From an optimization exercise on the open Yosys and OpenROAD flow, aimed at small area; shortcuts taken in it are not production practice.
In this exercise RTL edits were held to simulation tests only and were not proved equivalent to the original.
In every run shown here, the design's own scripts or RTL, not TritonCTS, make the clock network.
No driver is modelled on the clock port, so clock power and skew are understated where the tree is cut down; a real chip needs a root buffer or a tree.
Power is estimated from default activity; no workload was simulated.

**design/flow/config.mk**
```make
export PLATFORM = sky130hd
export DESIGN_NAME = linebuffer_top
export DESIGN_NICKNAME = linebuffer_top
export VERILOG_FILES = /design/flow/design.v
export SDC_FILE = /design/flow/constraint.sdc
export NUM_CORES = 8
export LEC_CHECK = 0
export CAP_MARGIN = 20
export CORE_MARGIN = 2
export CORE_UTILIZATION = 65
export SLEW_MARGIN = 20
export SYNTH_HIERARCHICAL = 1
```
**design/flow/design.v**
```verilog
module linebuffer #(
  parameter int DATA_W     = 8,
  parameter int KERNEL_W   = 3,
  parameter int RESOLUTION = 64
) (
  input  logic              clk_i,
  input  logic              arst_n_i,
  input  logic [DATA_W-1:0] data_i,
  input  logic              wr_valid_i,
  output logic [KERNEL_W-1:0][DATA_W-1:0] data_o,
  input  logic              rd_valid_i
);
  localparam int PTR_W = $clog2(RESOLUTION);
  localparam int NGRP  = (RESOLUTION + 2) / 3;    
  logic [DATA_W-1:0] mem [RESOLUTION];
  logic [PTR_W-1:0]  wr_ptr;
  logic [PTR_W-1:0]  ahead_ptr;    
  logic              wrapped;      
  logic [KERNEL_W-1:0][DATA_W-1:0] win;
  logic [KERNEL_W-1:0][DATA_W-1:0] win_nxt;
  always_ff @(posedge clk_i) begin
    if (wr_valid_i) begin
      mem[wr_ptr] <= data_i;
    end
  end
  always_ff @(posedge clk_i or negedge arst_n_i) begin
    if (!arst_n_i) begin
      wr_ptr  <= '0;
      wrapped <= 1'b0;
    end else if (wr_valid_i) begin
      wr_ptr <= wr_ptr + 1'b1;
      if (&wr_ptr) begin
        wrapped <= 1'b1;
      end
    end
  end
  always_ff @(posedge clk_i or negedge arst_n_i) begin
    if (!arst_n_i) begin
      ahead_ptr <= PTR_W'(KERNEL_W);
    end else if (rd_valid_i) begin
      ahead_ptr <= ahead_ptr + 1'b1;
    end
  end
  logic [PTR_W-1:0] wr_dist;       
  logic [KERNEL_W:0] hit;          
  logic              ahead_valid;
  assign wr_dist = wr_ptr - ahead_ptr;
  always_comb begin
    for (int k = 0; k <= KERNEL_W; k++) begin
      hit[k] = wr_valid_i && (wr_dist == PTR_W'(k - KERNEL_W));
    end
  end
  assign ahead_valid = wrapped || (ahead_ptr < wr_ptr);
  logic [KERNEL_W-1:0] sel_hold, sel_shift, sel_load;
  always_comb begin
    for (int k = 0; k < KERNEL_W; k++) begin
      sel_hold[k]  = !rd_valid_i && !hit[k];
      sel_shift[k] = rd_valid_i && !hit[k+1];
      sel_load[k]  = rd_valid_i ? hit[k+1] : hit[k];
    end
  end
  logic [RESOLUTION-1:0] rd_sel;
  always_comb begin
    for (int i = 0; i < RESOLUTION; i++) begin
      rd_sel[i] = (ahead_ptr == PTR_W'(i)) && ahead_valid && sel_shift[KERNEL_W-1];
    end
  end
  for (genvar b = 0; b < DATA_W; b++) begin : g_bit
    for (genvar k = 0; k < KERNEL_W - 1; k++) begin : g_win
      logic n;
      lb_aoi222 u_aoi (
        .a_i({win[k][b], win[k+1][b], data_i[b]}),
        .b_i({sel_hold[k], sel_shift[k], sel_load[k]}),
        .y_o(n)
      );
      assign win_nxt[k][b] = ~n;
    end
    logic [3*NGRP-1:0] cand, csel;
    logic [NGRP-1:0]   n;
    for (genvar i = 0; i < RESOLUTION; i++) begin : g_cand
      assign cand[i] = mem[i][b];
      assign csel[i] = rd_sel[i];
    end
    assign cand[RESOLUTION]     = win[KERNEL_W-1][b];
    assign csel[RESOLUTION]     = sel_hold[KERNEL_W-1];
    assign cand[RESOLUTION + 1] = data_i[b];
    assign csel[RESOLUTION + 1] = sel_load[KERNEL_W-1];
    for (genvar i = RESOLUTION + 2; i < 3*NGRP; i++) begin : g_pad
      assign cand[i] = 1'b0;
      assign csel[i] = 1'b0;
    end
    for (genvar g = 0; g < NGRP; g++) begin : g_grp
      lb_aoi222 u_aoi (.a_i(cand[3*g +: 3]), .b_i(csel[3*g +: 3]), .y_o(n[g]));
    end
    assign win_nxt[KERNEL_W-1][b] = ~&n;
  end
  always_ff @(posedge clk_i or negedge arst_n_i) begin
    if (!arst_n_i) begin
      win <= '0;
    end else begin
      win <= win_nxt;
    end
  end
  assign data_o = win;
endmodule
module lb_aoi222 (
  input  logic [2:0] a_i,
  input  logic [2:0] b_i,
  output logic       y_o
);
  assign y_o = ~|(a_i & b_i);
endmodule
module linebuffer_top (
  input  logic        clk_i,
  input  logic        arst_n_i,
  input  logic [7:0]  data_i,
  input  logic        wr_valid_i,
  input  logic        rd_valid_i,
  output logic [23:0] data_o
);
  logic [2:0][7:0] win;
  linebuffer #(
    .DATA_W    (8),
    .KERNEL_W  (3),
    .RESOLUTION(64)
  ) u_lb (
    .clk_i     (clk_i),
    .arst_n_i  (arst_n_i),
    .data_i    (data_i),
    .wr_valid_i(wr_valid_i),
    .data_o    (win),
    .rd_valid_i(rd_valid_i)
  );
  assign data_o = win;
endmodule
```
**design/flow/standard.sh**
```bash
#!/bin/bash
# synth_recipe.tcl (not shown) runs the flow's synth.tcl, then flattens the netlist and writes it again
# the make line also repeats each setting of config.mk as NAME=value (left out here)
make -C /OpenROAD-flow-scripts/flow DESIGN_CONFIG=/design/flow/config.mk WORK_HOME=/design/flow/orfs CLKGATE_MAP_FILE= SYNTH_SCRIPT=/design/flow/synth_recipe.tcl "${@:-finish}"
```
**design/flow/flow/pre_cts.tcl**
```tcl
# Sourced by ORFS's cts.tcl before clock tree synthesis (PRE_CTS_TCL): replace
# TritonCTS by the hand-built tree of lb_clock_tree.tcl. The rest of the CTS
# step (legalisation, timing repair) runs as usual.
source [file join [file dirname [info script]] lb_clock_tree.tcl]
proc clock_tree_synthesis {args} {
  lb_build_clock_tree
}
```
**design/flow/flow/lb_clock_tree.tcl**
```tcl
# Hand-built clock tree: the clock port drives one root buffer, the root drives
# a level of mid buffers, and each mid buffer drives the leaf buffers of its
# region; each leaf buffer drives one cluster of nearby flip-flops. Clusters
# come from a size-capped k-means on the placed positions.

# points: list of {x y}. Returns {assignment centroids}.
proc lb_kmeans {points nc} {
  set n [llength $points]
  set sorted {}
  set i 0
  foreach p $points { lappend sorted [list $i {*}$p]; incr i }
  set sorted [lsort -real -index 2 $sorted]
  set cent {}
  for {set c 0} {$c < $nc} {incr c} {
    set s [lindex $sorted [expr {int(($c + 0.5) * $n / $nc)}]]
    lappend cent [list [lindex $s 1] [lindex $s 2]]
  }
  set cap [expr {int(ceil(double($n) / $nc * 1.15))}]
  for {set iter 0} {$iter < 40} {incr iter} {
    set pairs {}
    set i 0
    foreach p $points {
      set c 0
      foreach ct $cent {
        lappend pairs [list [expr {abs([lindex $p 0] - [lindex $ct 0]) + abs([lindex $p 1] - [lindex $ct 1])}] $i $c]
        incr c
      }
      incr i
    }
    set pairs [lsort -real -index 0 $pairs]
    set asg [lrepeat $n -1]
    set cnt [lrepeat $nc 0]
    set done 0
    foreach pr $pairs {
      lassign $pr d i c
      if {[lindex $asg $i] >= 0 || [lindex $cnt $c] >= $cap} continue
      lset asg $i $c
      lset cnt $c [expr {[lindex $cnt $c] + 1}]
      if {[incr done] == $n} break
    }
    set sx [lrepeat $nc 0.0]
    set sy [lrepeat $nc 0.0]
    set i 0
    foreach p $points {
      set c [lindex $asg $i]
      lset sx $c [expr {[lindex $sx $c] + [lindex $p 0]}]
      lset sy $c [expr {[lindex $sy $c] + [lindex $p 1]}]
      incr i
    }
    set cent {}
    for {set c 0} {$c < $nc} {incr c} {
      set k [lindex $cnt $c]
      if {$k > 0} {
        lappend cent [list [expr {[lindex $sx $c] / $k}] [expr {[lindex $sy $c] / $k}]]
      } else {
        lappend cent [list 0.0 0.0]
      }
    }
  }
  return [list $asg $cent $cnt]
}

proc lb_make_buf {master name x y innet} {
  set block [ord::get_db_block]
  set inst [odb::dbInst_create $block $master $name]
  $inst setLocation [expr {int($x)}] [expr {int($y)}]
  $inst setPlacementStatus PLACED
  set net [odb::dbNet_create $block ${name}_net]
  $net setSigType CLOCK
  [$inst findITerm X] connect $net
  [$inst findITerm A] connect $innet
  return [list $inst $net]
}

proc lb_build_clock_tree {args} {
  set db [ord::get_db]
  set block [ord::get_db_block]
  set leaf_master [$db findMaster $::env(LB_LEAF_CELL)]
  set mid_master  [$db findMaster $::env(LB_MID_CELL)]
  set root_master [$db findMaster $::env(LB_ROOT_CELL)]
  set clk [$block findNet clk_i]
  set sinks {}
  set pts {}
  foreach it [$clk getITerms] {
    set b [[$it getInst] getBBox]
    lappend sinks $it
    lappend pts [list [expr {([$b xMin] + [$b xMax]) / 2.0}] [expr {([$b yMin] + [$b yMax]) / 2.0}]]
  }
  set n [llength $sinks]
  set nleaf [expr {int(ceil(double($n) / $::env(LB_CLUSTER)))}]
  lassign [lb_kmeans $pts $nleaf] lasg lcent lcnt
  set nmid [expr {int(ceil(double($nleaf) / $::env(LB_MID_FANOUT)))}]
  lassign [lb_kmeans $lcent $nmid] masg mcent mcnt
  # root at the centre of the mid buffers
  set rx 0.0; set ry 0.0
  foreach ct $mcent { set rx [expr {$rx + [lindex $ct 0]}]; set ry [expr {$ry + [lindex $ct 1]}] }
  lassign [lb_make_buf $root_master clkbuf_root [expr {$rx / $nmid}] [expr {$ry / $nmid}] $clk] rinst rnet
  for {set m 0} {$m < $nmid} {incr m} {
    lassign [lb_make_buf $mid_master clkbuf_mid_$m {*}[lindex $mcent $m] $rnet] minst mnet($m)
  }
  for {set c 0} {$c < $nleaf} {incr c} {
    lassign [lb_make_buf $leaf_master clkbuf_leaf_$c {*}[lindex $lcent $c] $mnet([lindex $masg $c])] linst lnet($c)
  }
  # move the sinks last, so the root buffer's input stays on clk_i
  set i 0
  foreach it $sinks {
    $it disconnect
    $it connect $lnet([lindex $lasg $i])
    incr i
  }
  set_propagated_clock [all_clocks]
  puts "lb_tree: $n sinks, $nleaf leaf buffers (sizes [lsort -integer $lcnt]), $nmid mid buffers"
}
```
**design/flow/constraint.sdc**
```tcl
create_clock -name core_clock -period 10.0 [get_ports {clk_i}]
set_input_delay 2.0000 -clock core_clock [delete_from_list [all_inputs] [get_ports {clk_i}]]
set_output_delay 2.0000 -clock core_clock [all_outputs]
set_load 0.01 [all_outputs]
```
**design/flow/flow/run.sh**
```bash
#!/bin/bash
# Own layout flow: the standard ORFS flow (standard.sh), with TritonCTS
# replaced by a hand-built clock tree (pre_cts.tcl, lb_clock_tree.tcl):
# root clkbuf_16 -> mid clkbuf_8 (up to LB_MID_FANOUT leaves each) ->
# leaf clkbuf_8 (about LB_CLUSTER flip-flops each).
# Make's full output goes to flow_make.log; each ORFS step keeps its own log
# under orfs/logs/.
set -euo pipefail
here=$(cd "$(dirname "${BASH_SOURCE[0]}")" && pwd)
export LB_LEAF_CELL=sky130_fd_sc_hd__clkbuf_8
export LB_MID_CELL=sky130_fd_sc_hd__clkbuf_8
export LB_ROOT_CELL=sky130_fd_sc_hd__clkbuf_16
export LB_CLUSTER=16
export LB_MID_FANOUT=4
bash standard.sh PRE_CTS_TCL="$here/pre_cts.tcl" finish > flow_make.log 2>&1
```
==> results of run 1 <==
## layout make-up
cell class	count	area share (%)
Sequential cell	549	74.3
Multi-Input combinational cell	559	18.1
Buffer	45	2.88
Tap cell	402	2.29
Timing Repair Buffer	51	1.93
Inverter	26	0.445
## cells by family (layout without fill, tap and decap cells)
| family | count (synthesis) | count (layout) |
|---|---|---|
| compound gates | 212 | 212 |
| flops | 549 | 549 |
| buf+inv | 64 | 122 |
| mux | 1 | 1 |
| fa+ha+maj | 12 | 12 |
| simple gates | 322 | 322 |
| xor+xnor | 12 | 12 |
## cells in the final DEF (no fill, tap or decap), types with 25 or more instances in the layout
cell	instances
nand3_1	25
nor3_1	62
nand2_1	59
clkdlybuf4s50_1	26
dfrtp_1	35
clkbuf_8	44
a222oi_1	192
nor2_1	76
nand4_1	44
edfxtp_1	512
inv_1	26
## routing by layer
layer  vias to the layer above  part of all wire [%]  global-route usage [%]
met5                         -                     0                       0
met1                      6278                    38                    48.9
met3                       126                    12                    6.22
met2                       867                    45                    47.7
li1                       5157                     -                       -
met4                         0                   4.7                    12.3
## registers in the layout, summed over array words and instances, names as in the netlist
| register | cells |
|---|---|
| u_lb.wr_ptr | 6 |
| u_lb.mem | 512 |
| u_lb.wrapped | 1 |
| u_lb.ahead_ptr | 6 |
| u_lb.win | 24 |
## worst paths after layout
check                           slack, ns      endpoint               from  cells past startpoint
worst min-delay path                 0.51  u_lb.win[21]    u_lb.mem[25][5]                      2
worst min register to register       0.51  u_lb.win[21]    u_lb.mem[25][5]                      2
worst max register to register       4.70  u_lb.win[22]  u_lb.ahead_ptr[5]                     10
worst max-delay path                 4.36  u_lb.win[22]         wr_valid_i                      9
min in group asynchronous            1.56  u_lb.win[19]           arst_n_i                      1
max in group asynchronous            7.82   u_lb.win[5]           arst_n_i                      1
## through the flow
| step | total power [mW] | instances |
|---|---|---|
| final | 4.93 | 1632 |
| after global routing | 5.09 | 1632 |
| after CTS | 4.91 | 1631 |
| after detailed placement | 3.87 | 1586 |
| after global placement | 3.85 | 1586 |
| after floorplan | 3.44 | 1172 |
## power breakdown
group          internal [mW]  leakage, nW  switching, mW
registers               2.65         5.08          0.134
logic                  0.321         1.43          0.747
clock network          0.417        0.329          0.657
## worst max-delay path, cell delays in order
cell	delay (ns)
clkdlybuf4s50_1	0.72
nand4b_1	0.21
a2111oi_4	0.23
buf_4	0.66
nor3_1	0.33
a222oi_1	0.83
nand4_1	0.55
nor4_1	0.40
nand4_1	0.13
==> flow_summary.yaml, run 1 <==
outcome:
  outcome: "timing/DRC/antenna clean"
cells_and_area:
  nFillCells: 2040
  final_core_util_pct: 70.0
  diodes: 0
  final_layout_size_suffix_gt1_share_pct: 6.75
  fin_area_um2: 21900
  synthToLayoutAreaGrowth_pct: 6.75
  seq_area_um2: 16300
  nets: 1256
  multiInputGateArea_um2: 3980
clock_network:
  post-cts-setup-buffers: 0
  clk_pin_slew_ns: 0.10
  cts_hold_buf: 0
  cts_resized: 0
  worstSkewPairLatency_ns: 0.58
die:
  num_rows: 65
  start_util_pct: 65.6
  die_y_um: 182
  coreArea_um2: 31300
  die_area_um2: 33000
  die_x_um: 182
  io_pins: 36
sta:
  setup_tns_ns: 0
  hold_viol: 0
  max_freq_mhz: 177
  setup_slack_ns: 4.36
  fin_crit_sh_pct: 56.4
  min_period_ns: 5.64
  finClkSkew_ns: 0.0604
  slew_viol_final: 0
  max_slew_margin_pct: 14.5
  fin_hold_ws_ns: 0.509
  worst_pin_slew_ns: 1.27
  rsz0062_at_grt: "false"
  setup_violations: 0
yosys:
  synth_area_leader_cell: "edfxtp_1"
  synth_compound_area_share_pct: 9.98
  synth_mux_area_share_pct: 0.0548
  synth_top_flop_cell: "edfxtp_1"
  syn_area_per_cell_um2: 17.5
  yosysUniqueCellTypes: 43
  yosysWarnings: 7
  synthXorXnorAreaFrac_pct: 0.512
  synth_common_cells: "512 x edfxtp_1, 192 x a222oi_1, 77 x nor2_1"
  yosysTopAreaCellShare_pct: 74.8
  synth_area_leaders: "edfxtp_1 75%, a222oi_1 9.4%, dfrtp_1 4.3%, nor3_1 1.6%, nor2_1 1.4%"
  ys_ff_latch: 549
  async_flop_share_pct: 6.74
  synth.most_common_cell: "edfxtp_1"
  synth_top_family_by_area: "compound AO/OA/AOI/OAI gates"
  postSynthCellCount: 1172
  synth_adder_area_share_pct: 0.767
  synth_edf_count: 512
  synthSimpleGateAreaFrac_pct: 7.81
  synth.cell_area_um2: 20500
  ys_seq_area_share_pct: 79.4
  synth.net_count: 1196
hold_path:
  hp-class: "flip-flop to flip-flop"
drt:
  first_pass_iters: 12
  wirelength_um: 53600
  drt_iter0_markers: 2396
  via_per_inst: 7.62
  via_count: 12400
  wl_per_cell_um: 32.8
  ant_nets: 0
  drc_errors: 0
placement:
  io_buffers: 35
  dp_hpwl_um: 34400
  place.gp.congestion: 0.973
  dp_slack_ns: 4.10
  placement.cell_area_um2: 21300
pwr:
  vdd_drop_max_mv: 0.200
  cellPowerDensity_nw_per_um2: 225
  power_leakage_nw: 6.84
critical_path:
  critPathRequiredTime_ns: 10.43
  critPathKind: "primary input to flip-flop"
  arrival_ns: 6.07
  crit_path_end_kind: "flip-flop"
  startpoint_type: "primary input"
  worst-path-max-fanout: 65
grt:
  grt_pass1_vias: 11700
  gr-total-overflow: 0
  grt_pass1_wl_um: 77700
  grt_max_degree: 68
  antenna_found_initial: 0
  grt_util_all_layers_pct: 32.3
flow_run:
  maxCapViolCount: 0
==> inputs of run 2 (changes only) <==
==> design/flow/flow/run.sh (replaced) <==
#!/bin/bash
# Own layout flow: the standard ORFS flow (standard.sh) with three changes:
#  - TritonCTS is replaced by a hand-built clock tree (pre_cts.tcl,
#    lb_clock_tree.tcl): root clkbuf_8 -> mid clkbuf_4 (up to 6 leaves each)
#    -> leaf clkbuf_8 (about 16 flip-flops each);
#  - the port buffers are buf_1 (BUFFER_PORTS_ARGS);
#  - after global routing, non-critical cells are downsized (RECOVER_POWER).
# Make's full output goes to flow_make.log; each ORFS step keeps its own log
# under orfs/logs/.
set -euo pipefail
here=$(cd "$(dirname "${BASH_SOURCE[0]}")" && pwd)
export LB_LEAF_CELL=sky130_fd_sc_hd__clkbuf_8
export LB_MID_CELL=sky130_fd_sc_hd__clkbuf_4
export LB_ROOT_CELL=sky130_fd_sc_hd__clkbuf_8
export LB_CLUSTER=16
export LB_MID_FANOUT=6
bash standard.sh \
  PRE_CTS_TCL="$here/pre_cts.tcl" \
  BUFFER_PORTS_ARGS="-buffer_cell sky130_fd_sc_hd__buf_1" \
  RECOVER_POWER=100 \
  finish > flow_make.log 2>&1
==> design/flow/flow/lb_clock_tree.tcl (replaced) <==
# Hand-built clock tree, used in place of TritonCTS: the clock port drives one
# root buffer, the root drives a level of mid buffers, each mid buffer drives
# the leaf buffers of its region, and each leaf buffer drives one cluster of
# nearby flip-flops. Clusters come from recursive bisection of the placed
# positions, so each is a compact group of about LB_CLUSTER flip-flops.
# Settings (environment): LB_LEAF_CELL, LB_MID_CELL, LB_ROOT_CELL,
# LB_CLUSTER (flip-flops per leaf buffer), LB_MID_FANOUT (leaves per mid).

# Recursive bisection: split the points along the longer side of their
# bounding box, in proportion to the number of clusters on each side, until
# each part is one cluster. Returns {assignment centroids counts}.
proc lb_bisect_rec {points idxs nc first} {
  upvar asg asg
  if {$nc <= 1} {
    foreach i $idxs { lset asg $i $first }
    return
  }
  set xs {}; set ys {}
  foreach i $idxs { lappend xs [lindex $points $i 0]; lappend ys [lindex $points $i 1] }
  set xs [lsort -real $xs]; set ys [lsort -real $ys]
  set dx [expr {[lindex $xs end] - [lindex $xs 0]}]
  set dy [expr {[lindex $ys end] - [lindex $ys 0]}]
  set axis [expr {$dx >= $dy ? 0 : 1}]
  set items {}
  foreach i $idxs { lappend items [list $i [lindex $points $i $axis]] }
  set items [lsort -real -index 1 $items]
  set na [expr {$nc / 2}]
  set cut [expr {int(round(double([llength $idxs]) * $na / $nc))}]
  set a {}; set b {}
  set k 0
  foreach it $items {
    if {$k < $cut} { lappend a [lindex $it 0] } else { lappend b [lindex $it 0] }
    incr k
  }
  lb_bisect_rec $points $a $na $first
  lb_bisect_rec $points $b [expr {$nc - $na}] [expr {$first + $na}]
}

proc lb_bisect {points nc} {
  set n [llength $points]
  set asg [lrepeat $n 0]
  set idxs {}
  for {set i 0} {$i < $n} {incr i} { lappend idxs $i }
  lb_bisect_rec $points $idxs $nc 0
  set sx [lrepeat $nc 0.0]; set sy [lrepeat $nc 0.0]; set cnt [lrepeat $nc 0]
  set i 0
  foreach p $points {
    set c [lindex $asg $i]
    lset sx $c [expr {[lindex $sx $c] + [lindex $p 0]}]
    lset sy $c [expr {[lindex $sy $c] + [lindex $p 1]}]
    lset cnt $c [expr {[lindex $cnt $c] + 1}]
    incr i
  }
  set cent {}
  for {set c 0} {$c < $nc} {incr c} {
    set k [lindex $cnt $c]
    lappend cent [list [expr {[lindex $sx $c] / $k}] [expr {[lindex $sy $c] / $k}]]
  }
  return [list $asg $cent $cnt]
}

proc lb_make_buf {master name x y innet} {
  set block [ord::get_db_block]
  set inst [odb::dbInst_create $block $master $name]
  $inst setLocation [expr {int($x)}] [expr {int($y)}]
  $inst setPlacementStatus PLACED
  set net [odb::dbNet_create $block ${name}_net]
  $net setSigType CLOCK
  [$inst findITerm X] connect $net
  [$inst findITerm A] connect $innet
  return [list $inst $net]
}

proc lb_build_clock_tree {args} {
  set db [ord::get_db]
  set block [ord::get_db_block]
  set leaf_master [$db findMaster $::env(LB_LEAF_CELL)]
  set mid_master  [$db findMaster $::env(LB_MID_CELL)]
  set root_master [$db findMaster $::env(LB_ROOT_CELL)]
  set clk [$block findNet clk_i]
  set sinks {}
  set pts {}
  foreach it [$clk getITerms] {
    set b [[$it getInst] getBBox]
    lappend sinks $it
    lappend pts [list [expr {([$b xMin] + [$b xMax]) / 2.0}] [expr {([$b yMin] + [$b yMax]) / 2.0}]]
  }
  set n [llength $sinks]
  set nleaf [expr {int(ceil(double($n) / $::env(LB_CLUSTER)))}]
  lassign [lb_bisect $pts $nleaf] lasg lcent lcnt
  set nmid [expr {int(ceil(double($nleaf) / $::env(LB_MID_FANOUT)))}]
  lassign [lb_bisect $lcent $nmid] masg mcent mcnt
  # root at the centre of the mid buffers
  set rx 0.0; set ry 0.0
  foreach ct $mcent { set rx [expr {$rx + [lindex $ct 0]}]; set ry [expr {$ry + [lindex $ct 1]}] }
  lassign [lb_make_buf $root_master clkbuf_root [expr {$rx / $nmid}] [expr {$ry / $nmid}] $clk] rinst rnet
  for {set m 0} {$m < $nmid} {incr m} {
    lassign [lb_make_buf $mid_master clkbuf_mid_$m {*}[lindex $mcent $m] $rnet] minst mnet($m)
  }
  for {set c 0} {$c < $nleaf} {incr c} {
    lassign [lb_make_buf $leaf_master clkbuf_leaf_$c {*}[lindex $lcent $c] $mnet([lindex $masg $c])] linst lnet($c)
  }
  # move the sinks last, so the root buffer's input stays on clk_i
  set i 0
  foreach it $sinks {
    $it disconnect
    $it connect $lnet([lindex $lasg $i])
    incr i
  }
  set_propagated_clock [all_clocks]
  puts "lb_tree: $n sinks, $nleaf leaf buffers (sizes [lsort -integer $lcnt]), $nmid mid buffers"
}
==> flow_summary.yaml, run 2 <==
sta:
  max_slew_margin_pct: -146
  max_freq_mhz: 196
  min_period_ns: 5.10
  setup_slack_ns: 4.90
  fin_hold_ws_ns: 0.476
  slew_viol_final: 532
  rsz0062_at_grt: "false"
  hold_viol: 0
  setup_violations: 0
  setup_tns_ns: 0
  fin_crit_sh_pct: 51.0
  finClkSkew_ns: 0.0758
  worst_pin_slew_ns: 3.69
grt:
  grt_max_degree: 68
  gr-total-overflow: 0
  grt_pass1_vias: 11600
  antenna_found_initial: 1
  grt_util_all_layers_pct: 32.6
  grt_pass1_wl_um: 78300
placement:
  dp_hpwl_um: 34600
  io_buffers: 35
  place.gp.congestion: 0.931
  dp_slack_ns: 4.58
critical_path:
  crit_end: "u_lb.win[12]"
  r2r_end: "u_lb.win[17]"
  crit_path_end_kind: "flip-flop"
  critPathLaunch: "data_i[4]"
  slowest_delay_ns: 2.64
  arrival_ns: 5.67
  crit_path_cell_trace: "clkbuf_1 -> clkbuf_1 -> a222oi_1 -> inv_1"
  cp_slowest_cell: "clkbuf_1"
  startpoint_type: "primary input"
  worst-path-max-fanout: 66
  reg2reg_depth: 14
  critPathKind: "primary input to flip-flop"
  cpMostUsedCell: "clkbuf_1"
  critPathRequiredTime_ns: 10.58
  worstReg2RegStart: "u_lb.ahead_ptr[0]"
  regToRegSetupSlack_ns: 5.13
drt:
  first_pass_iters: 11
  via_count: 12500
  ant_nets: 0
  drc_errors: 0
  wl_per_cell_um: 33.2
  wirelength_um: 54400
  drt_iter0_markers: 2845
  via_per_inst: 7.65
yosys:
  ys_seq_area_share_pct: 79.4
  synth_area_leader_cell: "edfxtp_1"
  synth.most_common_cell: "edfxtp_1"
  synth_top_flop_cell: "edfxtp_1"
  yosysUniqueCellTypes: 43
  async_flop_share_pct: 6.74
  synth_common_cells: "512 x edfxtp_1, 192 x a222oi_1, 77 x nor2_1"
  synth_edf_count: 512
  ys_ff_latch: 549
  synth.cell_area_um2: 20500
  syn_area_per_cell_um2: 17.5
  synth.net_count: 1196
  postSynthCellCount: 1172
  yosysTopAreaCellShare_pct: 74.8
  synth_area_leaders: "edfxtp_1 75%, a222oi_1 9.4%, dfrtp_1 4.3%, nor3_1 1.6%, nor2_1 1.4%"
  yosysWarnings: 7
cells_and_area:
  largest_reg_flops: 512
  final_layout_size_suffix_gt1_share_pct: 6.07
  nFillCells: 2097
  final_common_cell: "edfxtp_1"
  diodes: 0
  nets: 1262
  top_register: "u_lb.mem"
  largestRegisters: "u_lb.mem (512), u_lb.win (24)"
  layout.cells.most_common_list: "512 x edfxtp_1, 192 x a222oi_1, 76 x nor2_1"
  synthToLayoutAreaGrowth_pct: 5.66
clock_network:
  cts_hold_buf: 0
  cts_resized: 0
  post-cts-setup-buffers: 0
  worstSkewPairLatency_ns: 0.70
  clk_pin_slew_ns: 0.10
die:
  die_area_um2: 33000
  die_y_um: 182
  num_rows: 65
  io_pins: 36
  coreArea_um2: 31300
  start_util_pct: 65.6
  die_x_um: 182
flow_run:
  maxCapViolCount: 10
pwr:
  power_leakage_nw: 6.73
  vdd_drop_max_mv: 0.158
  cellPowerDensity_nw_per_um2: 223
outcome:
  outcome: "failed layout checks"
  failed_checks: "capacitance limit, slew limit"
hold_path:
  hp-class: "flip-flop to flip-flop"
run 2: cell counts after synthesis:
No cell type changed its count.
run 2: worst min-delay path by stage:
stage	from	to	cells after the start
2_1_floorplan	u_lb.wrapped	u_lb.wrapped	1
3_3_place_gp	u_lb.win[5]	u_lb.win[5]	2
3_5_place_dp	u_lb.mem[34][4]	u_lb.win[20]	2
4_1_cts	u_lb.mem[34][4]	u_lb.win[20]	2
5_1_grt	u_lb.mem[34][4]	u_lb.win[20]	2
6_report	u_lb.mem[34][4]	u_lb.win[20]	2
run 2: stage by stage:
stage / util [%] / power, mW / std cells / cell area [um^2]
after floorplan: - / 3.44 / 1172 / 20500
after global placement: 67.6 / 3.81 / 1595 / 21200
after detailed placement: 67.7 / 3.84 / 1595 / 21200
after CTS: 69.4 / 4.80 / 1637 / 21700
after global routing: 69.3 / 4.99 / 1638 / 21700
final: 69.3 / 4.83 / 1638 / 21700
run 2: kinds of logic (layout without fill, tap and decap cells):
kind of cell / count (synthesis) / count (layout) / synth area share (%)
XOR/XNOR: 12 / 12 / 0.512
flip-flops: 549 / 549 / 79.4
adder cells (fa/ha/maj): 12 / 12 / 0.767
AND/OR/NAND/NOR: 322 / 322 / 7.81
buffers and inverters: 64 / 128 / 1.52
multiplexers: 1 / 1 / 0.0548
AO/OA/AOI/OAI: 212 / 212 / 9.98
run 2: metal layers:
metal | GRT usage [%] | vias up | wire length (um)
met2 | 48.4 | 964 | 23800
li1 | - | 5173 | -
met3 | 6.28 | 155 | 7460
met5 | 0 | - | 80
met1 | 50.2 | 6232 | 20800
met4 | 10.1 | 12 | 2300
run 2: critical path, delay by kind of cell:
family | cells | cell delay [ns]
AO/OA/AOI/OAI | 1 | 0.56
buffers and inverters | 3 | 3.09
run 2: area by class of cell:
| type | count | area [um^2] | share of cell area, % |
|---|---|---|---|
| Tap cell | 402 | 503 | 2.32 |
| Timing Repair Buffer | 60 | 278 | 1.28 |
| Buffer | 42 | 541 | 2.49 |
| Inverter | 26 | 97.6 | 0.450 |
| Multi-Input combinational cell | 559 | 3990 | 18.4 |
| Sequential cell | 549 | 16300 | 75.1 |
run 2: power breakdown:
group          internal, mW  leakage, nW  switching (mW)  total, mW
Sequential             2.66         5.08           0.123       2.78
Clock                 0.351        0.286           0.657       1.01
Combinational         0.280         1.37           0.765       1.04
==> inputs of run 3 (changes only) <==
==> design/flow/flow/run.sh (replaced) <==
#!/bin/bash
# Own layout flow: the standard ORFS flow (standard.sh) with two changes:
#  - TritonCTS is replaced by a hand-built clock tree (pre_cts.tcl,
#    lb_clock_tree.tcl): root clkbuf_8 -> mid clkbuf_4 (up to 6 leaves each)
#    -> leaf clkbuf_8 (about 16 flip-flops each);
#  - the port buffers are buf_1 (BUFFER_PORTS_ARGS).
# Make's full output goes to flow_make.log; each ORFS step keeps its own log
# under orfs/logs/.
set -euo pipefail
here=$(cd "$(dirname "${BASH_SOURCE[0]}")" && pwd)
export LB_LEAF_CELL=sky130_fd_sc_hd__clkbuf_8
export LB_MID_CELL=sky130_fd_sc_hd__clkbuf_4
export LB_ROOT_CELL=sky130_fd_sc_hd__clkbuf_8
export LB_CLUSTER=16
export LB_MID_FANOUT=6
bash standard.sh \
  PRE_CTS_TCL="$here/pre_cts.tcl" \
  BUFFER_PORTS_ARGS="-buffer_cell sky130_fd_sc_hd__buf_1" \
  finish > flow_make.log 2>&1
==> flow_summary.yaml, run 3 <==
outcome:
  outcome: "timing/DRC/antenna clean"
grt:
  antenna_found_initial: 1
  grt_pass1_wl_um: 78300
  grt_max_degree: 68
  grt_util_all_layers_pct: 32.6
  gr-total-overflow: 0
  grt_pass1_vias: 11600
yosys:
  postSynthCellCount: 1172
  synth_top_flop_cell: "edfxtp_1"
  synth.most_common_cell: "edfxtp_1"
  synth_common_cells: "512 x edfxtp_1, 192 x a222oi_1, 77 x nor2_1"
  synth_area_leader_cell: "edfxtp_1"
  ys_seq_area_share_pct: 79.4
  async_flop_share_pct: 6.74
  synth_edf_count: 512
  synth.net_count: 1196
  synth_area_leaders: "edfxtp_1 75%, a222oi_1 9.4%, dfrtp_1 4.3%, nor3_1 1.6%, nor2_1 1.4%"
  yosysUniqueCellTypes: 43
  synth.cell_area_um2: 20500
  yosysTopAreaCellShare_pct: 74.8
  yosysWarnings: 7
  syn_area_per_cell_um2: 17.5
  ys_ff_latch: 549
cells_and_area:
  final_core_util_pct: 69.5
  largestRegisters: "u_lb.mem (512), u_lb.win (24)"
  top_register: "u_lb.mem"
  synthToLayoutAreaGrowth_pct: 5.90
  largest_reg_flops: 512
  final_common_cell: "edfxtp_1"
  final_layout_size_suffix_gt1_share_pct: 7.36
  layout.cells.most_common_list: "512 x edfxtp_1, 192 x a222oi_1, 76 x nor2_1"
  diodes: 0
  nets: 1262
drt:
  via_count: 12500
  drc_errors: 0
  drt_iter0_markers: 2885
  first_pass_iters: 12
  ant_nets: 0
  via_per_inst: 7.61
  wl_per_cell_um: 33.0
  wirelength_um: 54000
sta:
  min_period_ns: 4.88
  rsz0062_at_grt: "false"
  max_slew_margin_pct: 24.4
  finClkSkew_ns: 0.0654
  slew_viol_final: 0
  hold_viol: 0
  worst_pin_slew_ns: 1.12
  fin_crit_sh_pct: 48.8
  setup_violations: 0
  setup_tns_ns: 0
  setup_slack_ns: 5.12
  max_freq_mhz: 205
pwr:
  vdd_drop_max_mv: 0.161
  p_clk_share_pct: 20.9
  switchingPower_mw: 1.55
  power_leakage_nw: 6.79
  cellPowerDensity_nw_per_um2: 222
  p_sw_share_pct: 32.0
  power.internal_mw: 3.28
  share_seq_of_total_power_pct: 57.4
  share_comb_of_total_power_pct: 21.6
die:
  coreArea_um2: 31300
  die_x_um: 182
  start_util_pct: 65.6
  die_y_um: 182
  die_area_um2: 33000
  io_pins: 36
  num_rows: 65
critical_path:
  startpoint_type: "flip-flop"
  crit_path_end_kind: "flip-flop"
  arrival_ns: 5.42
  worst-path-max-fanout: 34
  critPathRequiredTime_ns: 10.53
  critPathKind: "flip-flop to flip-flop"
placement:
  io_buffers: 35
  dp_hpwl_um: 34600
  dp_slack_ns: 4.58
  place.gp.congestion: 0.931
hold_path:
  hp-class: "flip-flop to flip-flop"
clock_network:
  worstSkewPairLatency_ns: 0.69
  clk_pin_slew_ns: 0.11
  cts_hold_buf: 0
  post-cts-setup-buffers: 0
  cts_resized: 0
flow_run:
  maxCapViolCount: 0
==> run 3: cell counts after synthesis <==
Identical to the previous run, type by type.
==> run 3: worst paths after layout <==
path / slack, ns / to / cells past startpoint / start
setup / recovery: 5.12 / u_lb.win[17] / 14 / u_lb.ahead_ptr[0]
hold reg to reg: 0.47 / u_lb.win[20] / 2 / u_lb.mem[34][4]
min in group asynchronous: 1.45 / u_lb.win[21] / 1 / arst_n_i
max in group asynchronous: 7.92 / u_lb.win[1] / 1 / arst_n_i
hold / removal: 0.47 / u_lb.win[20] / 2 / u_lb.mem[34][4]
setup reg to reg: 5.12 / u_lb.win[17] / 14 / u_lb.ahead_ptr[0]
==> run 3: routing by layer <==
layer  up-vias  routed length (um)  track usage, %
met4        12                2050            10.1
met3       131                6860            6.28
met5         -                  81               0
met1      6220               21100            50.2
li1       5166                   -               -
met2       929               23900            48.4
==> run 3: power groups by stage <==
stage	combinational (mW)	clock, mW	sequential, mW
2_1_floorplan	0.667	0	2.77
3_3_place_gp	0.994	0	2.82
3_5_place_dp	1.02	0	2.82
4_1_cts	1.02	1.02	2.77
5_1_grt	1.12	1.09	2.78
6_report	1.04	1.01	2.77
==> run 3: logic make-up (layout without fill, tap and decap cells) <==
family	Yosys count	in the layout	synth area share (%)
flops	549	549	79.4
simple gates	322	322	7.81
buf+inv	64	128	1.52
fa+ha+maj	12	12	0.767
xor+xnor	12	12	0.512
mux	1	1	0.0548
compound gates	212	212	9.98
==> run 3: final cells by class <==
type                       count  area [um^2]
multi-input combinational    559         3990
inverter                      26         97.6
fill                        2081         9550
tap                          402          503
buffer                        42          541
timing repair buffer          60          328
sequential                   549        16300
==> run 3: stage by stage <==
stage / hold slack (ns) / total power, mW / std cells / area [um^2]
floorplan: 0.440 / 3.44 / 1172 / 20500
global placement: 0.489 / 3.81 / 1595 / 21200
detailed placement: 0.491 / 3.84 / 1595 / 21200
CTS: 0.473 / 4.80 / 1637 / 21700
global route: 0.514 / 4.99 / 1638 / 21800
finish: 0.475 / 4.83 / 1638 / 21800
==> run 3: critical path, cell delays in order (launching register included) <==
cell	delay, ns
dfstp_2	0.64
ha_1	0.23
inv_1	0.07
fa_1	0.40
and3_1	0.18
o21ai_0	0.14
a21oi_1	0.12
nor2_4	0.63
buf_4	0.50
nor3_1	0.16
buf_4	0.21
a222oi_1	0.49
nand4_1	0.31
nor4_1	0.52
nand4_1	0.14
==> inputs of run 4 (changes only) <==
--- a/design/flow/design.v
+++ b/design/flow/design.v
@@ -18,9 +18,17 @@
   logic              wrapped;      
   logic [KERNEL_W-1:0][DATA_W-1:0] win;
   logic [KERNEL_W-1:0][DATA_W-1:0] win_nxt;
+  logic [RESOLUTION-1:0] wr_sel;
+  lb_dec64 u_wr_dec (
+    .en_i (wr_valid_i),
+    .a_i  (wr_ptr),
+    .y_o  (wr_sel)
+  );
   always_ff @(posedge clk_i) begin
-    if (wr_valid_i) begin
-      mem[wr_ptr] <= data_i;
+    for (int i = 0; i < RESOLUTION; i++) begin
+      if (wr_sel[i]) begin
+        mem[i] <= data_i;
+      end
     end
   end
   always_ff @(posedge clk_i or negedge arst_n_i) begin
@@ -60,11 +68,11 @@
     end
   end
   logic [RESOLUTION-1:0] rd_sel;
-  always_comb begin
-    for (int i = 0; i < RESOLUTION; i++) begin
-      rd_sel[i] = (ahead_ptr == PTR_W'(i)) && ahead_valid && sel_shift[KERNEL_W-1];
-    end
-  end
+  lb_dec64 u_rd_dec (
+    .en_i (ahead_valid && sel_shift[KERNEL_W-1]),
+    .a_i  (ahead_ptr),
+    .y_o  (rd_sel)
+  );
   for (genvar b = 0; b < DATA_W; b++) begin : g_bit
     for (genvar k = 0; k < KERNEL_W - 1; k++) begin : g_win
       logic n;
@@ -92,7 +100,7 @@
     for (genvar g = 0; g < NGRP; g++) begin : g_grp
       lb_aoi222 u_aoi (.a_i(cand[3*g +: 3]), .b_i(csel[3*g +: 3]), .y_o(n[g]));
     end
-    assign win_nxt[KERNEL_W-1][b] = ~&n;
+    lb_nand22 u_nand (.a_i(n), .y_o(win_nxt[KERNEL_W-1][b]));
   end
   always_ff @(posedge clk_i or negedge arst_n_i) begin
     if (!arst_n_i) begin
@@ -109,6 +117,28 @@
   output logic       y_o
 );
   assign y_o = ~|(a_i & b_i);
+endmodule
+module lb_dec64 (
+  input  logic        en_i,
+  input  logic [5:0]  a_i,
+  output logic [63:0] y_o
+);
+  logic [7:0] lo, hi;
+  always_comb begin
+    for (int i = 0; i < 8; i++) begin
+      lo[i] = (a_i[2:0] == 3'(i));
+      hi[i] = (a_i[5:3] == 3'(i)) && en_i;
+    end
+    for (int i = 0; i < 64; i++) begin
+      y_o[i] = hi[i / 8] && lo[i % 8];
+    end
+  end
+endmodule
+module lb_nand22 (
+  input  logic [21:0] a_i,
+  output logic        y_o
+);
+  assign y_o = ~&a_i;
 endmodule
 module linebuffer_top (
   input  logic        clk_i,
--- a/design/flow/config.mk
+++ b/design/flow/config.mk
@@ -5,8 +5,8 @@
 export SDC_FILE = /design/flow/constraint.sdc
 export NUM_CORES = 8
 export LEC_CHECK = 0
-export CAP_MARGIN = 20
+export CAP_MARGIN = 0
 export CORE_MARGIN = 2
 export CORE_UTILIZATION = 65
-export SLEW_MARGIN = 20
+export SLEW_MARGIN = 0
 export SYNTH_HIERARCHICAL = 1
==> flow_summary.yaml, run 4 <==
outcome:
  outcome: "timing/DRC/antenna clean"
sta:
  max_slew_margin_pct: 33.3
  finClkSkew_ns: 0.0515
  setup_violations: 0
  hold_viol: 0
  max_freq_mhz: 178
  setup_tns_ns: 0
  fin_crit_sh_pct: 56.3
  min_period_ns: 5.63
  slew_viol_final: 0
  rsz0062_at_grt: "false"
  worst_pin_slew_ns: 1.00
critical_path:
  crit_path_end_kind: "flip-flop"
  critPathKind: "primary input to flip-flop"
  critPathRequiredTime_ns: 10.52
  path_buf_inv: 1
  crit_family: "simple AND/OR/NAND/NOR gates"
  path_depth: 11
  startpoint_type: "primary input"
  reg2reg_depth: 14
  worst-path-max-fanout: 17
  slowest_delay_ns: 0.68
  crit_path_cell_trace: "buf_1 -> and2b_1 -> or3b_1 -> or3_1 -> o221a_1 -> nand4b_1 -> nor2_1 -> a222oi_1 -> nand4_1 -> nor4_1 -> nand4_1"
  arrival_ns: 6.14
  cpMostUsedCell: "nand4_1"
  cp_slowest_cell: "a222oi_1"
cells_and_area:
  largest_reg_flops: 512
  nets: 1169
  layout.cells.most_common_list: "512 x edfxtp_1, 192 x a222oi_1, 129 x nor2_1"
  multiInputGateArea_um2: 3640
  nFillCells: 1982
  seq_area_um2: 16300
  top_register: "u_lb.mem"
  synthToLayoutAreaGrowth_pct: 5.09
  largestRegisters: "u_lb.mem (512), u_lb.win (24)"
  fin_cells: 1545
  final_common_cell: "edfxtp_1"
  final_layout_size_suffix_gt1_share_pct: 6.11
die:
  die_x_um: 181
  coreArea_um2: 30700
  start_util_pct: 66.1
  num_rows: 64
  die_area_um2: 32600
  io_pins: 36
  die_y_um: 181
drt:
  via_count: 11700
  drt_iter0_markers: 2675
  via_per_inst: 7.59
  ant_nets: 0
  wirelength_um: 50600
  first_pass_iters: 10
  wl_per_cell_um: 32.7
  drc_errors: 0
clock_network:
  cts_hold_buf: 0
  worstSkewPairLatency_ns: 0.67
  cts_resized: 0
  post-cts-setup-buffers: 0
  clk_pin_slew_ns: 0.10
yosys:
  synth_area_leaders: "edfxtp_1 76%, a222oi_1 9.5%, dfrtp_1 4.3%, nor2_1 2.4%, nand4_1 1.5%"
  yosysTopAreaCellShare_pct: 75.8
  synth_common_cells: "512 x edfxtp_1, 192 x a222oi_1, 129 x nor2_1"
  synth.cell_area_um2: 20300
  synth_top_flop_cell: "edfxtp_1"
  async_flop_share_pct: 6.74
  yosysUniqueCellTypes: 49
  synth.net_count: 1121
  yosysWarnings: 9
  ys_seq_area_share_pct: 80.4
  synth.most_common_cell: "edfxtp_1"
  syn_area_per_cell_um2: 18.4
  synth_area_leader_cell: "edfxtp_1"
  synth_edf_count: 512
  postSynthCellCount: 1100
  ys_ff_latch: 549
placement:
  io_buffers: 35
  dp.cells: 1500
  place.gp.congestion: 0.907
  dp_hpwl_um: 32000
hold_path:
  hp-class: "flip-flop to flip-flop"
  worstHoldPathCells: 1
pwr:
  power_leakage_nw: 6.63
  cellPowerDensity_nw_per_um2: 212
  vdd_drop_max_mv: 0.137
grt:
  grt_max_degree: 68
  gr-total-overflow: 0
  antenna_found_initial: 1
  grt_pass1_wl_um: 74100
  grt_pass1_vias: 11200
  grt_util_all_layers_pct: 30.8
flow_run:
  maxCapViolCount: 0
==> run 4: cell types whose count changed in the layout (fill, tap and decap cells not counted), moves of 7 or more <==
cell,change
nand2_1,-55
nand3_1,-18
and3_1,-9
nor2_1,+53
nor3_1,-58
buf_4,-13
or3b_1,+7
==> run 4: kinds of logic after synthesis <==
logic type                 synth area share [%]
buffers and inverters                      1.63
muxes                                     0.105
and+or+nand+nor                            6.54
xor gates and xnor gates                  0.605
AOI/OAI and AO/OA                          10.1
adders and majority gates                 0.592
DFF                                        80.4
==> run 4: where the power goes <==
group          leakage (nW)  total [mW]  switching (mW)  internal (mW)
Sequential             5.09        2.77           0.122           2.64
Clock                 0.286       0.996           0.645          0.351
Combinational          1.26       0.759           0.530          0.229
Total                  6.63        4.52            1.30           3.23
==> run 4: layout make-up <==
class | instances | share of cell area, %
well taps | 396 | 2.33
diodes | 3 | 0.0352
plain buffers | 42 | 2.54
repair buffers | 46 | 1.06
multi-input cells | 484 | 17.1
flip-flops and latches | 549 | 76.5
inverters | 25 | 0.440
==> run 4: Yosys stat by module, one instance, submodules excluded, a selection <==
module | flip-flops and latches | area [um^2] | copies in the design
lb_aoi222 | 0 | 10.0 | 192
lb_dec64 | 0 | 460 | 2
lb_nand22 | 0 | 46.3 | 8
==> run 4: path summary, 6_finish.rpt <==
| path | start | endpoint | slack, ns |
|---|---|---|---|
| max in group asynchronous | arst_n_i | u_lb.win[4] | 7.87 |
| hold / removal | u_lb.wrapped | u_lb.wrapped | 0.50 |
| min in group asynchronous | arst_n_i | u_lb.wr_ptr[0] | 1.48 |
| hold reg to reg | u_lb.wrapped | u_lb.wrapped | 0.50 |
| setup / recovery | wr_valid_i | u_lb.win[20] | 4.37 |
| setup reg to reg | u_lb.wr_ptr[0] | u_lb.win[20] | 4.75 |
==> run 4: routing by layer <==
metal | up-vias | global-route usage [%] | part of all wire, %
met3 | 124 | 5.94 | 12
li1 | 4870 | - | -
met5 | - | 0 | 0
met1 | 5924 | 46.0 | 38
met4 | 0 | 11.8 | 4.6
met2 | 810 | 45.9 | 46
==> run 4: through the flow <==
stage          utilization, %  hold WS, ns  cell area (um^2)  setup slack, ns  power [mW]
2_1_floorplan               -        0.429             20300             5.33        3.27
3_3_place_gp             67.7        0.473             20800             3.94        3.54
3_5_place_dp             67.7        0.476             20800             3.84        3.56
4_1_cts                  69.4        0.497             21300             4.53        4.52
5_1_grt                  69.4        0.535             21300             4.17        4.68
6_report                 69.5        0.501             21300             4.37        4.52
==> run 4: worst register-to-register path: cells and delay by family (launching register included) <==
family,cells,cell delay [ns]
AO/OA/AOI/OAI,2,1.03
buffers and inverters,2,0.18
adder cells (fa/ha/maj),2,0.71
flip-flops,1,0.61
AND/OR/NAND/NOR,8,2.57
==> inputs of run 5 (changes only) <==
==> design/flow/flow/run.sh (replaced) <==
#!/bin/bash
# Own layout flow: the standard ORFS flow (standard.sh) with two changes:
#  - TritonCTS is replaced by a hand-built clock tree (pre_cts.tcl,
#    lb_clock_tree.tcl): root clkbuf_8 -> mid clkbuf_4 (up to 6 leaves each)
#    -> leaf clkbuf_8 (about 18 flip-flops each);
#  - the port buffers are buf_1 (BUFFER_PORTS_ARGS).
# Make's full output goes to flow_make.log; each ORFS step keeps its own log
# under orfs/logs/.
set -euo pipefail
here=$(cd "$(dirname "${BASH_SOURCE[0]}")" && pwd)
export LB_LEAF_CELL=sky130_fd_sc_hd__clkbuf_8
export LB_MID_CELL=sky130_fd_sc_hd__clkbuf_4
export LB_ROOT_CELL=sky130_fd_sc_hd__clkbuf_8
export LB_CLUSTER=18
export LB_MID_FANOUT=6
bash standard.sh \
  PRE_CTS_TCL="$here/pre_cts.tcl" \
  BUFFER_PORTS_ARGS="-buffer_cell sky130_fd_sc_hd__buf_1" \
  finish > flow_make.log 2>&1
==> flow_summary.yaml, run 5 <==
clock_network:
  post-cts-setup-buffers: 0
  cts_resized: 0
  worstSkewPairLatency_ns: 0.66
  cts_hold_buf: 0
  clk_pin_slew_ns: 0.12
cells_and_area:
  nFillCells: 1982
  layout.cells.most_common_list: "512 x edfxtp_1, 192 x a222oi_1, 129 x nor2_1"
  largest_reg_flops: 512
  fin_area_um2: 21200
  final_layout_size_suffix_gt1_share_pct: 5.78
  seq_area_um2: 16300
  top_register: "u_lb.mem"
  synthToLayoutAreaGrowth_pct: 4.78
  largestRegisters: "u_lb.mem (512), u_lb.win (24)"
  final_common_cell: "edfxtp_1"
  diodes: 0
  multiInputGateArea_um2: 3640
  nets: 1165
yosys:
  synth_mux_area_share_pct: 0.105
  synth_edf_count: 512
  synth_area_leaders: "edfxtp_1 76%, a222oi_1 9.5%, dfrtp_1 4.3%, nor2_1 2.4%, nand4_1 1.5%"
  synth_adder_area_share_pct: 0.592
  synth.net_count: 1121
  ys_ff_latch: 549
  synth_compound_area_share_pct: 10.1
  synthXorXnorAreaFrac_pct: 0.605
  ys_seq_area_share_pct: 80.4
  syn_area_per_cell_um2: 18.4
  yosysWarnings: 9
  yosysTopAreaCellShare_pct: 75.8
  synth.cell_area_um2: 20300
  synth_common_cells: "512 x edfxtp_1, 192 x a222oi_1, 129 x nor2_1"
  synth_top_family_by_area: "compound AO/OA/AOI/OAI gates"
  postSynthCellCount: 1100
  yosysUniqueCellTypes: 49
  synth.most_common_cell: "edfxtp_1"
  synth_top_flop_cell: "edfxtp_1"
  synthSimpleGateAreaFrac_pct: 6.54
  synth_area_leader_cell: "edfxtp_1"
  async_flop_share_pct: 6.74
flow_run:
  maxCapViolCount: 0
hold_path:
  worstHoldPathCells: 1
  hp-start: "u_lb.wrapped"
  hold_end: "u_lb.wrapped"
  hp-class: "flip-flop to flip-flop"
drt:
  via_per_inst: 7.60
  drt_iter0_markers: 2590
  first_pass_iters: 14
  via_count: 11700
  wirelength_um: 50600
  wl_per_cell_um: 32.9
  ant_nets: 0
  drc_errors: 0
critical_path:
  reg2reg_depth: 13
  r2r_end: "u_lb.win[18]"
  critPathKind: "primary input to flip-flop"
  crit_path_end_kind: "flip-flop"
  startpoint_type: "primary input"
  worstReg2RegStart: "u_lb.ahead_ptr[0]"
  worst-path-max-fanout: 17
  arrival_ns: 6.07
  critPathLaunch: "wr_valid_i"
  critPathRequiredTime_ns: 10.48
  regToRegSetupSlack_ns: 4.83
placement:
  io_buffers: 35
  dp_slack_ns: 3.84
  dp_hpwl_um: 32000
  place.gp.congestion: 0.907
  placement.cell_area_um2: 20800
die:
  start_util_pct: 66.1
  die_y_um: 181
  io_pins: 36
  die_x_um: 181
  num_rows: 64
  die_area_um2: 32600
  coreArea_um2: 30700
sta:
  min_period_ns: 5.59
  slew_viol_final: 0
  max_freq_mhz: 179
  fin_hold_ws_ns: 0.493
  worst_pin_slew_ns: 0.994
  rsz0062_at_grt: "false"
  hold_viol: 0
  setup_violations: 0
  max_slew_margin_pct: 33.7
  fin_crit_sh_pct: 55.9
  setup_slack_ns: 4.41
  finClkSkew_ns: 0.0267
  setup_tns_ns: 0
outcome:
  outcome: "timing/DRC/antenna clean"
grt:
  grt_pass1_wl_um: 73800
  gr-total-overflow: 0
  grt_util_all_layers_pct: 30.7
  grt_pass1_vias: 11200
  grt_max_degree: 68
  antenna_found_initial: 0
pwr:
  vdd_drop_max_mv: 0.107
  power_leakage_nw: 6.61
  report.power.total_mw: 4.48
  cellPowerDensity_nw_per_um2: 211
[run 5: changes by cell type in the layout (fill, tap and decap cells not counted)]
cell / before / now
clkbuf_8: 36 / 32
diode_2: 3 / 0
[run 5: power breakdown]
group,internal (mW),switching [mW],total (mW)
registers,2.64,0.123,2.77
logic,0.229,0.529,0.758
clock network,0.317,0.632,0.949
total,3.19,1.28,4.48
[run 5: how the worst max path moves through the flow]
| stage | end | slack (ns) | cells after the start |
|---|---|---|---|
| floorplan | u_lb.win[16] | 5.33 | 13 |
| global placement | u_lb.win[20] | 3.94 | 11 |
| detailed placement | u_lb.win[20] | 3.84 | 11 |
| CTS | u_lb.win[20] | 4.50 | 11 |
| global route | u_lb.win[20] | 4.15 | 11 |
| finish | u_lb.win[18] | 4.41 | 11 |
[run 5: modules after synthesis (local to each module, per instance), excerpt]
module / times used / cell area (um^2)
lb_dec64: 2 / 460
lb_nand22: 8 / 46.3
lb_aoi222: 192 / 10.0
[run 5: worst max-delay path: stages]
cell and delay (ns):
buf_1 0.54, and2b_1 0.25, or3b_1 0.38, or3_1 0.31
o221a_1 0.34, nand4b_1 0.38, nor2_1 0.28, a222oi_1 0.64
nand4_1 0.39, nor4_1 0.41, nand4_1 0.13
[run 5: kinds of logic after synthesis]
family | Yosys count
AOI/OAI and AO/OA | 211
xor gates and xnor gates | 14
adders and majority gates | 9
buffers and inverters | 67
DFF | 549
muxes | 2
and+or+nand+nor | 248
[run 5: area by class of cell]
cell class	count	area share, %
multi-input cells	484	17.1
flip-flops and latches	549	76.7
plain buffers	38	2.29
repair buffers	46	1.06
well taps	396	2.33
inverters	25	0.442
[run 5: per-stage QoR]
step | utilization [%] | instances
after floorplan | - | 1100
after global placement | 67.7 | 1500
after detailed placement | 67.7 | 1500
after CTS | 69.3 | 1538
after global routing | 69.3 | 1538
final | 69.3 | 1538
[run 5: per-layer routing]
metal	part of all wire [%]	GRT usage, %	wire length (um)	vias up
li1	-	-	-	4850
met1	39	46.0	19600	5915
met2	46	46.6	23100	808
met3	11	5.05	5640	121
met4	4.4	10.9	2220	0
met5	0	0	0	-
==> inputs of run 6 (changes only) <==
--- a/design/flow/design.v
+++ b/design/flow/design.v
@@ -123,22 +123,41 @@
   input  logic [5:0]  a_i,
   output logic [63:0] y_o
 );
-  logic [7:0] lo, hi;
-  always_comb begin
-    for (int i = 0; i < 8; i++) begin
-      lo[i] = (a_i[2:0] == 3'(i));
-      hi[i] = (a_i[5:3] == 3'(i)) && en_i;
-    end
-    for (int i = 0; i < 64; i++) begin
-      y_o[i] = hi[i / 8] && lo[i % 8];
-    end
+  logic [7:0] lo_n, hi_n;
+  for (genvar i = 0; i < 8; i++) begin : g_pre
+    lb_nand3 u_lo (.a_i(a_i[2:0] ~^ 3'(7 - i) ^ 3'b111), .y_o(lo_n[i]));
+    lb_nand4 u_hi (.a_i({en_i, a_i[5:3] ~^ 3'(7 - i) ^ 3'b111}), .y_o(hi_n[i]));
+  end
+  for (genvar i = 0; i < 64; i++) begin : g_out
+    lb_nor2 u_o (.a_i({hi_n[i / 8], lo_n[i % 8]}), .y_o(y_o[i]));
   end
 endmodule
 module lb_nand22 (
   input  logic [21:0] a_i,
   output logic        y_o
 );
+  logic [5:0] o;
+  logic [2:0] n;
+  for (genvar i = 0; i < 5; i++) begin : g_l1
+    lb_nand4 u_n (.a_i(a_i[4*i +: 4]), .y_o(o[i]));
+  end
+  lb_nand2 u_n5 (.a_i(a_i[21:20]), .y_o(o[5]));
+  for (genvar i = 0; i < 3; i++) begin : g_l2
+    lb_nor2 u_r (.a_i(o[2*i +: 2]), .y_o(n[i]));
+  end
+  lb_nand3 u_f (.a_i(n), .y_o(y_o));
+endmodule
+module lb_nand2 (input logic [1:0] a_i, output logic y_o);
   assign y_o = ~&a_i;
+endmodule
+module lb_nand3 (input logic [2:0] a_i, output logic y_o);
+  assign y_o = ~&a_i;
+endmodule
+module lb_nand4 (input logic [3:0] a_i, output logic y_o);
+  assign y_o = ~&a_i;
+endmodule
+module lb_nor2 (input logic [1:0] a_i, output logic y_o);
+  assign y_o = ~|a_i;
 endmodule
 module linebuffer_top (
   input  logic        clk_i,
==> design/flow/flow/run.sh (replaced) <==
#!/bin/bash
# Own layout flow: the standard ORFS flow (standard.sh) with two changes:
#  - TritonCTS is replaced by a hand-built clock tree (pre_cts.tcl,
#    lb_clock_tree.tcl): root clkbuf_8 -> mid clkbuf_4 (up to 6 leaves each)
#    -> leaf clkbuf_8 (about 16 flip-flops each);
#  - the port buffers are buf_1 (BUFFER_PORTS_ARGS).
# Make's full output goes to flow_make.log; each ORFS step keeps its own log
# under orfs/logs/.
set -euo pipefail
here=$(cd "$(dirname "${BASH_SOURCE[0]}")" && pwd)
export LB_LEAF_CELL=sky130_fd_sc_hd__clkbuf_8
export LB_MID_CELL=sky130_fd_sc_hd__clkbuf_4
export LB_ROOT_CELL=sky130_fd_sc_hd__clkbuf_8
export LB_CLUSTER=16
export LB_MID_FANOUT=6
bash standard.sh \
  PRE_CTS_TCL="$here/pre_cts.tcl" \
  BUFFER_PORTS_ARGS="-buffer_cell sky130_fd_sc_hd__buf_1" \
  finish > flow_make.log 2>&1
==> flow_summary.yaml, run 6 <==
outcome:
  outcome: "timing/DRC/antenna clean"
cells_and_area:
  largest_reg_flops: 512
  final_common_cell: "edfxtp_1"
  final_layout_size_suffix_gt1_share_pct: 5.42
  synthToLayoutAreaGrowth_pct: 5.87
  nets: 1203
  largestRegisters: "u_lb.mem (512), u_lb.win (24)"
  final_core_util_pct: 69.7
  fin_cells: 1582
  layout.cells.most_common_list: "512 x edfxtp_1, 192 x a222oi_1, 155 x nor2_1"
  fin_area_um2: 21300
  top_register: "u_lb.mem"
yosys:
  synth_edf_count: 512
  synth_common_cells: "512 x edfxtp_1, 192 x a222oi_1, 155 x nor2_1"
  synth.cell_area_um2: 20100
  synth.most_common_cell: "edfxtp_1"
  synth_area_leader_cell: "edfxtp_1"
  yosysTopAreaCellShare_pct: 76.5
  syn_area_per_cell_um2: 18.2
  synth.net_count: 1127
  synthXorXnorAreaFrac_pct: 0.610
  postSynthCellCount: 1106
  synth_top_family_by_area: "compound AO/OA/AOI/OAI gates"
  yosysWarnings: 8
  async_flop_share_pct: 6.74
  synthSimpleGateAreaFrac_pct: 6.27
  synth_top_flop_cell: "edfxtp_1"
  ys_ff_latch: 549
  synth_compound_area_share_pct: 10.2
  ys_seq_area_share_pct: 81.1
  synth_mux_area_share_pct: 0.106
  yosysUniqueCellTypes: 43
  synth_area_leaders: "edfxtp_1 76%, a222oi_1 9.6%, dfrtp_1 4.4%, nor2_1 2.9%, nand4_1 1.9%"
  synth_adder_area_share_pct: 0.598
die:
  io_pins: 36
  coreArea_um2: 30500
  die_y_um: 180
  die_area_um2: 32300
  die_x_um: 180
  num_rows: 64
  start_util_pct: 65.9
flow_run:
  maxCapViolCount: 0
sta:
  finClkSkew_ns: 0.0755
  max_slew_margin_pct: 23.6
  max_freq_mhz: 185
  rsz0062_at_grt: "false"
  setup_violations: 0
  hold_viol: 0
  setup_slack_ns: 4.60
  fin_hold_ws_ns: 0.517
  fin_crit_sh_pct: 54.0
  min_period_ns: 5.40
  worst_pin_slew_ns: 1.14
  setup_tns_ns: 0
  slew_viol_final: 0
placement:
  dp_hpwl_um: 30500
  placement.cell_area_um2: 20700
  dp_slack_ns: 4.05
  io_buffers: 35
  place.gp.congestion: 0.863
  dp.cells: 1534
critical_path:
  arrival_ns: 5.90
  critPathKind: "primary input to flip-flop"
  worst-path-max-fanout: 17
  reg2reg_depth: 13
  critPathRequiredTime_ns: 10.51
  startpoint_type: "primary input"
  crit_path_end_kind: "flip-flop"
hold_path:
  hp-class: "flip-flop to flip-flop"
  worstHoldPathCells: 2
pwr:
  cellPowerDensity_nw_per_um2: 213
  vdd_drop_max_mv: 0.118
  power_leakage_nw: 6.75
  report.power.total_mw: 4.54
grt:
  gr-total-overflow: 0
  grt_pass1_wl_um: 72500
  grt_max_degree: 68
  grt_util_all_layers_pct: 29.9
  antenna_found_initial: 2
  grt_pass1_vias: 11100
drt:
  via_count: 11700
  met2WireLength_um: 21500
  drc_errors: 0
  top_layer_used: "met4"
  wl_per_cell_um: 31.0
  first_pass_iters: 14
  drt_iter0_markers: 2440
  wl_met3_um: 5820
  wl_met1_um: 19900
  ant_nets: 0
  via_per_inst: 7.42
  wirelength_um: 49000
clock_network:
  post-cts-setup-buffers: 0
  cts_resized: 0
  worstSkewPairLatency_ns: 0.69
  clk_pin_slew_ns: 0.10
  cts_hold_buf: 0
==> run 6: cell count changes in the layout (fill, tap and decap cells not counted), moves of 8 or more <==
cell and change:
nor2_1 +26, nand3_1 +22, nand4_1 +14, inv_1 +12
and4_1 -8, nand2_1 +8, nor4_1 -8
==> run 6: path summary, 6_finish.rpt <==
| kind | to | slack, ns | from |
|---|---|---|---|
| min in group asynchronous | u_lb.wr_ptr[5] | 1.51 | arst_n_i |
| min | u_lb.win[3] | 0.52 | u_lb.win[3] |
| min reg2reg | u_lb.win[3] | 0.52 | u_lb.win[3] |
| max | u_lb.win[17] | 4.60 | wr_valid_i |
| max reg2reg | u_lb.win[17] | 5.09 | u_lb.ahead_ptr[0] |
| max in group asynchronous | u_lb.win[7] | 7.78 | arst_n_i |
==> run 6: kinds of logic (layout without fill, tap and decap cells) <==
group / after synthesis / after routing
buffers and inverters: 49 / 123
AO/OA/AOI/OAI: 211 / 211
adder cells (fa/ha/maj): 9 / 9
multiplexers: 2 / 2
AND/OR/NAND/NOR: 272 / 272
other: 0 / 6
flip-flops: 549 / 549
XOR/XNOR: 14 / 14
==> run 6: cell type report <==
class,count,area [um^2]
multi-input cells,508,3580
plain buffers,42,541
repair buffers,44,210
diodes,6,15.0
flip-flops and latches,549,16300
fillers,1959,9230
inverters,37,139
well taps,396,495
==> run 6: metal layers <==
metal / vias to the layer above / track usage [%]
li1: 4941 / -
met2: 779 / 43.4
met3: 106 / 5.51
met1: 5907 / 47.5
met4: 0 / 8.33
met5: - / 0
==> run 6: critical path, cell delays in order <==
cell and delay (ns):
buf_1 0.52, and2b_1 0.24, or3b_1 0.36, or3_1 0.32, o221a_1 0.38, nand4_1 0.41
nor2_1 0.25, a222oi_1 0.65, nand4_1 0.31, nor2_1 0.32, nand3_1 0.11
==> run 6: power by group <==
| part | total [mW] | internal, mW | leakage (nW) | switching, mW |
|---|---|---|---|---|
| Sequential | 2.76 | 2.65 | 5.09 | 0.113 |
| Combinational | 0.785 | 0.212 | 1.38 | 0.573 |
| Clock | 0.991 | 0.351 | 0.286 | 0.641 |
==> run 6: modules after synthesis, one instance, submodules excluded, excerpt <==
module     cells inside  times used  flip-flops and latches  cell area, um^2
lb_dec64              6           2                       0             22.5
lb_aoi222             1         192                       0             10.0
lb_nor2               1         152                       0             3.75
lb_nand2              1           8                       0             3.75
lb_nand3              1          24                       0             5.00
lb_nand4              1          56                       0             6.26

==> afterwards: timing with drivers on the ports <==
No port has a modelled driver above. Below, the same layouts with a new extraction and two added sets of constraints. Step 1 sets driving cells, clkbuf_16 on the clock port and buf_2 on the other inputs (assumed; they add their load-dependent delay and slew). Step 2 also shifts input and output timing later by t, the mid clock arrival at the registers, as if the neighbouring blocks saw the same clock. a / b / c = ideal ports / drivers / drivers and shift; a / b = the first two.
run	shift t [ns]	setup WS [ns]	worst setup path at the end	clock arrival spread, ns	slew at the worst register clock pin (ns)
run 1	0.601	4.360 / 4.386 / 3.784	input to register	0.060 / 0.061	0.12 / 0.12
run 2	0.712	4.904 / 4.928 / 4.216	input to register	0.076 / 0.076	0.10 / 0.10
run 3	0.702	5.118 / 5.118 / 4.513	input to register	0.066 / 0.066	0.11 / 0.11
run 4	0.696	4.375 / 4.398 / 3.702	input to register	0.056 / 0.056	0.10 / 0.10
run 5	0.685	4.413 / 4.434 / 3.749	input to register	0.041 / 0.041	0.12 / 0.12
run 6	0.692	4.604 / 4.599 / 3.907	input to register	0.076 / 0.077	0.10 / 0.10
The setup slack of run 6, which loses most, moves by -0.005 ns with the drivers and by -0.697 ns with both steps.
